Context: an optimization exercise on an open-source flow, tuned for a short achievable clock period, few clock cycles per item and low power. The choices shown serve that exercise and are no tape-out recipe.
RTL that was checked went through simulation tests only; none was proved equivalent to the original.
Power and IR drop assume default switching activity.

Design cpuTop, start of the top module:
module cpuTop (
	input  logic        clk,
	input  logic        rst,
	output logic [31:0] pc,
	output logic        instReqValid,
	input  logic        instReqReady,
	input  logic [31:0] instruction,
	input  logic        instValid,
	output logic        instReady,
	output logic [31:0] memReqAddr,
	output logic [31:0] memReqWdata,
	output logic [3:0]  memReqStrb,
	output logic        memReqWrite,
	output logic        memReqValid,
	input  logic        memReqReady,
	input  logic [31:0] readData,
	input  logic        readValid,
	output logic        readReady,
	output logic        retireWen,
	output logic [4:0]  retireWaddr,
	output logic [31:0] retireWdata,
	output logic [31:0] retirePc,
	output logic        retireValid
);
	logic [31:0] pcF;        
	logic        fv;         
	logic        redirPend;  
	logic [2:0]  outst;      
	logic [2:0]  disc;       
	logic [31:0] respPc;     
	logic        irdy;       
	logic [31:0] ra;         
	assign pc           = pcF;
	assign instReqValid = fv;
	assign instReady    = irdy;
	assign readReady    = 1'b1;
	logic        xRedir;
	logic [31:0] xTgt;
	logic acc, take, dropping, keep;
	assign acc      = fv & instReqReady;
	assign take     = instValid & irdy;
	assign dropping = (disc != 3'd0);
	assign keep     = take & ~dropping & ~xRedir;
	logic [31:0] iw;
	logic [5:0]  iop;
	logic        iIsJ, iIsBr, iIsJr31, iPred;
	logic [31:0] respPc4;
	logic [31:0] iTgt;
	assign iw      = instruction;
	assign iop     = iw[31:26];
	assign iIsJ    = (iop[5:1] == 5'b00001);
	assign iIsBr   = (iop[5:2] == 4'b0001) | ((iop == 6'b000001) & (iw[20:17] == 4'b0000));
	assign iIsJr31 = (iop == 6'b000000) & (iw[5:0] == 6'b001000) & (iw[25:21] == 5'd31);
	logic iBrGuess, iRsEqRt, iRsZero;
	assign iRsEqRt = (iw[25:21] == iw[20:16]);
	assign iRsZero = (iw[25:21] == 5'd0);
	always_comb begin
		case (iop[2:0])
			3'b100: iBrGuess = iRsEqRt;           
			3'b101: iBrGuess = ~iRsEqRt;          
			3'b110: iBrGuess = iRsZero;           
			3'b001: iBrGuess = iw[16];            
			default: iBrGuess = 1'b0;             
		endcase
	end
	assign iPred   = iIsJ | (iIsBr & (iw[15] | iBrGuess) & (iw[15:0] != 16'h0)) | iIsJr31;
	logic [29:0] respInc, brAdd;
	pfxInc #(.W(30)) incResp (.a(respPc[31:2]), .s(respInc));
  ...
clock: 11.0 ns
lec_check: 0
cap_margin: 20
core_margin: 2
core_utilization: 40
setup_slack_margin: 5
slew_margin: 20
run.sh (not shown) runs the stock make flow with config.mk's settings and CLKGATE_MAP_FILE= SYNTH_SCRIPT=/design/flow/synth_recipe.tcl, a recipe that flattens the netlist after the stock synthesis.
The baseline finished clean.
Rerun with:
==> flow/flow/run.sh (new file) <==
#!/bin/bash
set -euo pipefail
bash standard.sh SETUP_SLACK_MARGIN=8 finish > standard_flow.log 2>&1
==> flow/standard.sh (new file) <==
#!/bin/bash
# synth_recipe.tcl (not shown) runs the flow's synth.tcl, then flattens the netlist and writes it again
# the make line also repeats each setting of config.mk as NAME=value (left out here)
make -C /OpenROAD-flow-scripts/flow DESIGN_CONFIG=/design/flow/config.mk WORK_HOME=/design/flow/orfs CLKGATE_MAP_FILE= SYNTH_SCRIPT=/design/flow/synth_recipe.tcl "${@:-finish}"
Settings changed: SETUP_SLACK_MARGIN 5 to not set.
removed: flow/run.sh
Effect: Now the flow ran to the end with violations: capacitance limit, slew limit. Clock power is about the same. Worst setup slack gains 0.58 ns. Non-clock buffer count is higher by 966.
Rerun with:
==> flow/run.sh (new file) <==
#!/bin/bash
# synth_recipe.tcl (not shown) runs the flow's synth.tcl, then flattens the netlist and writes it again
# the make line also repeats each setting of config.mk as NAME=value (left out here)
make -C /OpenROAD-flow-scripts/flow DESIGN_CONFIG=/design/flow/config.mk WORK_HOME=/design/flow/orfs CLKGATE_MAP_FILE= SYNTH_SCRIPT=/design/flow/synth_recipe.tcl finish
removed: flow/flow/run.sh
removed: flow/standard.sh
The changed run finished with timing, DRC and antenna clean.
Setup slack gets worse by 1.3 ns.
Total power came out lower by about 15%.
Fmax came out lower by about 20%.
Routed wire length came out lower by about 24%.
Via count came out lower by about 15%.
Clock skew came out higher by 0.0048 ns.
Utilization came out lower by 10 points.
Design area came out lower by 18%.
Rerun with:
==> flow/flow/run.sh (new file) <==
#!/bin/bash
set -euo pipefail
bash standard.sh SETUP_SLACK_MARGIN=7 finish > standard_flow.log 2>&1
==> flow/standard.sh (new file) <==
#!/bin/bash
# synth_recipe.tcl (not shown) runs the flow's synth.tcl, then flattens the netlist and writes it again
# the make line also repeats each setting of config.mk as NAME=value (left out here)
make -C /OpenROAD-flow-scripts/flow DESIGN_CONFIG=/design/flow/config.mk WORK_HOME=/design/flow/orfs CLKGATE_MAP_FILE= SYNTH_SCRIPT=/design/flow/synth_recipe.tcl "${@:-finish}"
removed: flow/run.sh
Power grows by 5.4%.
Worst setup slack gets better by 1.3 ns.
Fmax came out higher by 25%.
Routed wire length climbs by 9.9%.
Flip-flop and latch count does not change.
Cell area rises by 8.0%.
Global-route usage climbs by 2.5 points.
Clock power rises by about 1%.
Utilization goes up by 3.7 points.
Synthesized cell count is unchanged.
Non-clock buffer count increases by 351.
No functional check of the RTL was part of any run of this note.

* * *

Setup of the reference run:
cpuTop, a different RTL version from the one above (not shown whole).
For scale: about 6500 cells after synthesis, roughly 1600 flip-flops, ~250 I/O pins, about 86000 µm² of cells after synthesis.
Settings: LEC_CHECK=0, CAP_MARGIN=20, CORE_MARGIN=2, CORE_UTILIZATION=40, SLEW_MARGIN=20; clock period 11.0 ns.
standard.sh (not shown) runs the stock make flow with config.mk's settings and CLKGATE_MAP_FILE= SYNTH_SCRIPT=/design/flow/synth_recipe.tcl, a recipe that flattens the netlist after the stock synthesis.
==> flow/flow/run.sh <==
#!/bin/bash
set -euo pipefail
bash standard.sh SETUP_SLACK_MARGIN=7.5 finish > standard_flow.log 2>&1
Testbench counts of the reference run, summed over its fixed seeds: cycles 38,437, instructions 28,386.
Inputs modified between the reference run and the trial run:
==> flow/flow/run.sh <==
#!/bin/bash
set -euo pipefail
bash standard.sh SETUP_SLACK_MARGIN=7 finish > standard_flow.log 2>&1
==> run notes <==
Wire: the trial run routes less than the reference run. The trial run vs. the reference run: number of buffers other than clock buffers in the final layout went down by 372. Diff the reference run -> the trial run: first-pass iteration count of the detailed router went up 3; share of power burned in registers higher; critical path depth climbed 1; number of buffers inserted by post-CTS setup repair decreased 287. Layout overhead on the synthesized area: the reference run and the trial run compared, lower one is the trial run.

* * *

cpuTop, a different RTL version from the one above (not shown whole).
For scale: roughly 6500 cells after synthesis, ~1600 flip-flops, roughly 250 I/O pins, ~86000 µm² of cells after synthesis.
Design cpuTop, start of the top module:
module cpuTop (
	input  logic        clk,
	input  logic        rst,
	output logic [31:0] pc,
	output logic        instReqValid,
	input  logic        instReqReady,
	input  logic [31:0] instruction,
	input  logic        instValid,
	output logic        instReady,
	output logic [31:0] memReqAddr,
	output logic [31:0] memReqWdata,
	output logic [3:0]  memReqStrb,
	output logic        memReqWrite,
	output logic        memReqValid,
	input  logic        memReqReady,
	input  logic [31:0] readData,
	input  logic        readValid,
	output logic        readReady,
	output logic        retireWen,
	output logic [4:0]  retireWaddr,
	output logic [31:0] retireWdata,
	output logic [31:0] retirePc,
	output logic        retireValid
);
Settings: LEC_CHECK=0, CAP_MARGIN=20, CORE_MARGIN=2, CORE_UTILIZATION=55, CTS_BUF_LIST=sky130_fd_sc_hd__clkbuf_16, CTS_CLUSTER_DIAMETER=70, CTS_CLUSTER_SIZE=30, SLEW_MARGIN=20; clock period 11.0 ns.
==> flow/flow/run.sh <==
#!/bin/bash
set -euo pipefail
bash standard.sh SETUP_SLACK_MARGIN=7 finish > standard_flow.log 2>&1
The baseline finished with timing, DRC and antenna clean.
Testbench counts at the start, summed over its fixed seeds: cycles 37,667, instructions 28,386.
Change:
Settings changed: CORE_UTILIZATION 55 to 40, CTS_BUF_LIST sky130_fd_sc_hd__clkbuf_16 to sky130_fd_sc_hd__clkbuf_8, CTS_CLUSTER_DIAMETER 70 to not set, CTS_CLUSTER_SIZE 30 to 24.
- routed wire length fell by about 0.43%
- design area rose by 0.91%
- count of clock-buffer cells in the layout rose by 196
Change:
Settings changed: CTS_BUF_LIST sky130_fd_sc_hd__clkbuf_8 to sky130_fd_sc_hd__clkbuf_16, CTS_CLUSTER_DIAMETER set to 70, CTS_CLUSTER_SIZE 24 to 30.
Register-to-register slack degrades by 0.14 ns.
Fmax goes down by 2.7%.
Routed wire length goes down by 2.4%.

* * *

job 101:
Another version of the RTL of cpuTop (not shown whole).
For scale: ~6,700 cells after synthesis, roughly 1,600 flip-flops, about 250 I/O pins, ~86,000 um^2 of cells after synthesis.
export LEC_CHECK = 0
export CAP_MARGIN = 20
export CORE_MARGIN = 2
export CORE_UTILIZATION = 40
export CTS_BUF_LIST = sky130_fd_sc_hd__clkbuf_8 sky130_fd_sc_hd__clkbuf_16
export CTS_CLUSTER_DIAMETER = 60
export CTS_CLUSTER_SIZE = 30
export SLEW_MARGIN = 20
create_clock -name core_clock -period 11.0 [get_ports {clk}]
Scripts as last shown in full above: flow/flow/run.sh
Setup changes, job 101 to job 102
- CTS_BUF_LIST: sky130_fd_sc_hd__clkbuf_8 sky130_fd_sc_hd__clkbuf_16 -> sky130_fd_sc_hd__clkbuf_8
- CTS_CLUSTER_SIZE: 30 -> 24
- CTS_CLUSTER_DIAMETER: 60 -> unset
Results
Cells: job 102 has more instances than job 101. Routed wire in job 102 totals more than in job 101. When job 102 is measured against job 101, its critical path depth turns out 2 higher. The lower fmax of job 101 and job 102 is in job 102. Global-route congestion overflow total: job 101 vs job 102 identical.
Function was not checked in any run of this note: the RTL went through the layout flow alone.

afterwards: timing with drivers on the ports:
The flow's constraints put no driver on any port. The routed layouts listed below were extracted and timed again, unchanged, in two steps. Step 1 (the two cells are an assumption about what drives the block):
set clk [get_ports {clk}]
set_driving_cell -lib_cell sky130_fd_sc_hd__clkbuf_16 $clk
set_driving_cell -lib_cell sky130_fd_sc_hd__buf_2 [delete_from_list [all_inputs] $clk]
Step 2 times the ports against the registers' clock, not the clock port: input delays grow and output delays shrink by t, the midpoint of the rising clock arrivals with the driver on. Slacks: ideal ports / drivers / drivers and shift; pairs: ideal ports / drivers.
run | shift t [ns] | setup WS [ns] | latest minus earliest clock arrival (ns) | worst data-port slew with drivers (ns)
the first run of note 1 | 0.910 | 5.270 / 5.270 / 4.492 | 0.122 / 0.122 | 0.09
the second run of note 1 | 0.945 | 5.850 / 5.850 / 5.850 | 0.082 / 0.083 | 0.10
the third run of note 1 | 0.900 | 4.538 / 4.538 / 4.207 | 0.090 / 0.090 | 0.07
the fourth run of note 1 | 0.907 | 5.828 / 5.828 / 5.828 | 0.089 / 0.089 | 0.08
the reference run | 0.925 | 6.833 / 6.870 / 5.945 | 0.094 / 0.093 | 0.07
the trial run | 0.921 | 6.899 / 6.899 / 6.058 | 0.112 / 0.112 | 0.09
the first run of note 3 | 0.866 | 6.573 / 6.573 / 5.941 | 0.082 / 0.082 | 0.07
the second run of note 3 | 1.121 | 6.804 / 6.825 / 5.747 | 0.148 / 0.149 | 0.09
the third run of note 3 | 0.887 | 6.688 / 6.688 / 5.908 | 0.094 / 0.095 | 0.10
job 101 | 0.917 | 6.396 / 6.396 / 5.910 | 0.071 / 0.071 | 0.08
job 102 | 1.096 | 6.367 / 6.367 / 5.624 | 0.116 / 0.116 | 0.09
For the second run of note 3, which loses most, drivers alone change the setup slack by +0.021 ns; drivers and shift together by -1.057 ns.
